Source: an optimization exercise on an open RTL-to-GDS flow (aim: a short achievable clock period and few clock cycles). Production flows keep margins and buffers that such runs may drop.
RTL that was checked went through simulation tests only; none was proved equivalent to the original.
Power and IR drop assume default switching activity.

// cpu_top
module cpu_top (
    input  logic        clk,
    input  logic        rst_n,
    input  logic [15:0] i_imem_data,
    input  logic [15:0] i_dmem_rdata,
    output logic [10:0] o_imem_addr,
    output logic [10:0] o_dmem_addr,
    output logic        o_dmem_we,
    output logic [15:0] o_dmem_wdata,
    output logic        o_io_stall
);
export LEC_CHECK = 0
export ABC_CLOCK_PERIOD_IN_PS = 2000
export CAP_MARGIN = 20
export CORE_MARGIN = 2
export CORE_UTILIZATION = 60
export PLACE_DENSITY = 0.72
export SETUP_SLACK_MARGIN = 3.4
export SLEW_MARGIN = 20
export TNS_END_PERCENT = 100
create_clock -name core_clock -period 5.5 [get_ports {clk}]
run.sh (not shown) runs the stock make flow with config.mk's settings and CLKGATE_MAP_FILE= SYNTH_SCRIPT=/design/flow/synth_recipe.tcl, a recipe that flattens the netlist after the stock synthesis.
Edit:
- CORE_UTILIZATION: 60 -> 40
- PLACE_DENSITY: 0.72 -> unset
Result:
- sequential share of layout area drops by 1.5 points
- cell count is higher by 11%
- total power goes up by 3.4%
- setup slack improved by 0.14 ns
- die area went up by 49%
- wire length rises by 1.8%
- combinational power climbs by about 4%
- final area rises by 3.6%
No run of this note included a check of the RTL's function; only the layout flow was run.

========
Another version of the RTL of cpu_top (not shown whole).
Size in the first run: about 40000 sq um of cells after synthesis.
Settings: LEC_CHECK=0, ABC_CLOCK_PERIOD_IN_PS=2000, CAP_MARGIN=20, CORE_MARGIN=2, CORE_UTILIZATION=40, SETUP_SLACK_MARGIN=3.4, SLEW_MARGIN=20, TNS_END_PERCENT=100; clock period 5.5 ns.
Testbench counts at the start, summed over its fixed seeds: cycles 29,713.
Rerun with:
- ABC_CLOCK_PERIOD_IN_PS: 2000 -> not set
- CORE_UTILIZATION: 40 -> 30
=> Synthesized cell count does not change. Die area increases by a quarter to a third. Area after synthesis does not change. Critical path depth increases by 1.
Rerun with:
- CORE_UTILIZATION: 30 -> 40
- SETUP_SLACK_MARGIN: 3.4 -> 2.9
Global-route usage rises by 4.1 points.
Synthesized area is unchanged.
Final area drops by 8.6%.
Worst setup slack gets worse by 0.030 ns.
Total power goes down by about 8%.
First-iteration DRC count decreases by about 3.3%.
Combinational power went down by about 20%.

========
run a:
cpu_top, a different RTL version from the one above (not shown whole).
Size in the first run: roughly 3200 cells after synthesis, ~630 flip-flops, ~74 I/O pins, about 33000 µm² of cells after synthesis.
clock: 5.5 ns
lec_check: 0
abc_clock_period_in_ps: 2000
cap_margin: 20
core_margin: 2
core_utilization: 40
setup_slack_margin: 3.4
slew_margin: 20
tns_end_percent: 100
The inputs of run b differ from those of run a as listed below.
diff --git a/flow/config.mk b/flow/config.mk
--- a/flow/config.mk
+++ b/flow/config.mk
@@ -6,9 +6,6 @@
 export NUM_CORES = 4
 export LEC_CHECK = 0
-export ABC_CLOCK_PERIOD_IN_PS = 2000
 export CAP_MARGIN = 20
 export CORE_MARGIN = 2
 export CORE_UTILIZATION = 40
-export SETUP_SLACK_MARGIN = 3.4
 export SLEW_MARGIN = 20
-export TNS_END_PERCENT = 100
## What came out
- Reported for run a and run b, simple-gate share of the synthesized area turned out identical to the last digit.
- Measured against each other, run a and run b differ in data arrival time at the worst-slack endpoint, the lower figure coming from run a.
- From run a to run b the numbers moved as follows: wire length has decreased; time the final worst path needs with I/O delays and setup now larger; total number of vias down 12%.
- The switching share of power on run a is in line with that on run b.
- Relative to run a, combinational share of power has decreased by 8.7 points in run b.
- Lower power goes to run b over run a.
- Of the two candidates, run a has the worse clock skew and run b the better one.
Function was not checked in any run of this note: the RTL went through the layout flow alone.

========
raven:
cpu_top, a different RTL version from the one above (not shown whole).
Size: about 3500 cells after synthesis, roughly 860 flip-flops.
clock: 5.5 ns
lec_check: 0
abc_clock_period_in_ps: 2000
cap_margin: 20
core_margin: 2
core_utilization: 40
gpl_routability_driven: 0
setup_slack_margin: 3.4
slew_margin: 20
tns_end_percent: 100
raven went all the way through the flow, and no timing, DRC or antenna check failed.
Testbench counts of raven, summed over its fixed seeds: cycles 29,510.
Input changes introduced in zinc (baseline for comparison: raven):
Settings: GPL_ROUTABILITY_DRIVEN: 0 -> unset; PLACE_DENSITY: unset -> 0.8.
--- outcome ---
Between raven and zinc, the cell count went down. raven → zinc: fmax went down, clock transition time at the flip-flop clock pins of the worst setup and hold paths went up, wire length on met2 went up. The minimum setup slack in the final design number comes out higher for raven vs zinc. Diff raven -> zinc | power per unit of standard cell area | up by a few percent. | sequential share of layout area | raven vs zinc | ≈ equal |. Summary of zinc over raven: post-route fraction of the period consumed by the critical path now sits higher, wire length went up by 3.1%.
## Diff of input files: indigo against zinc
Settings: clearing PLACE_DENSITY, which used to be 0.8.
First-pass GRT wire length, indigo vs zinc: down slightly
In indigo, the final setup slack of the worst path came out 240 ps above the value in zinc.
Run comparison: zinc termination of the worst setup path e_ma_q[1]; indigo termination of the worst setup path e_mb_q[10]
Run comparison: zinc beginning of the critical path d_i[9]; indigo beginning of the critical path e_a_q[0]
Post-route clock period utilization in indigo is 4.3 points lower than in zinc
Going from zinc to indigo, the number of vias per cell was found to have gone down by 0.36.
Any difference in all-layer global routing usage between indigo and zinc is small enough to ignore.
Against zinc, power density over the cells in indigo fell by a few percent.

what the ideal ports hide:
The flow's constraints put no driver on any port. The routed layouts listed below were extracted and timed again, unchanged, in two steps.
Step 1 sets driving cells, clkbuf_16 on the clock port and buf_2 on the other inputs (assumed; they add their load-dependent delay and slew).
Step 2 also shifts input and output timing later by t, the mid clock arrival at the registers, as if the neighbouring blocks saw the same clock.
a / b / c = ideal ports / drivers / drivers and shift; a / b = the first two.
run	t, ns	setup slack, ns	latest minus earliest clock arrival (ns)	cell pins on the clock port's net
the first run of note 1	0.716	2.575 / 2.575 / 2.267	0.033 / 0.033	1
the second run of note 1	0.742	2.715 / 2.715 / 2.336	0.055 / 0.055	1
the first run of note 2	0.738	2.819 / 2.819 / 2.376	0.031 / 0.031	1
the second run of note 2	0.786	2.808 / 2.793 / 2.315	0.074 / 0.075	1
the third run of note 2	0.737	2.778 / 2.778 / 2.280	0.035 / 0.036	1
run a	0.689	1.767 / 1.767 / 1.767	0.033 / 0.033	1
run b	0.678	0.888 / 0.888 / 0.888	0.020 / 0.020	1
raven	0.764	2.860 / 2.854 / 2.302	0.050 / 0.049	1
zinc	0.750	2.643 / 2.643 / 2.286	0.049 / 0.049	1
indigo	0.745	2.881 / 2.881 / 2.341	0.049 / 0.050	1
After both steps every run listed still meets setup and hold. The setup slack of raven, which loses most, moves by -0.006 ns with the drivers and by -0.558 ns with both steps.
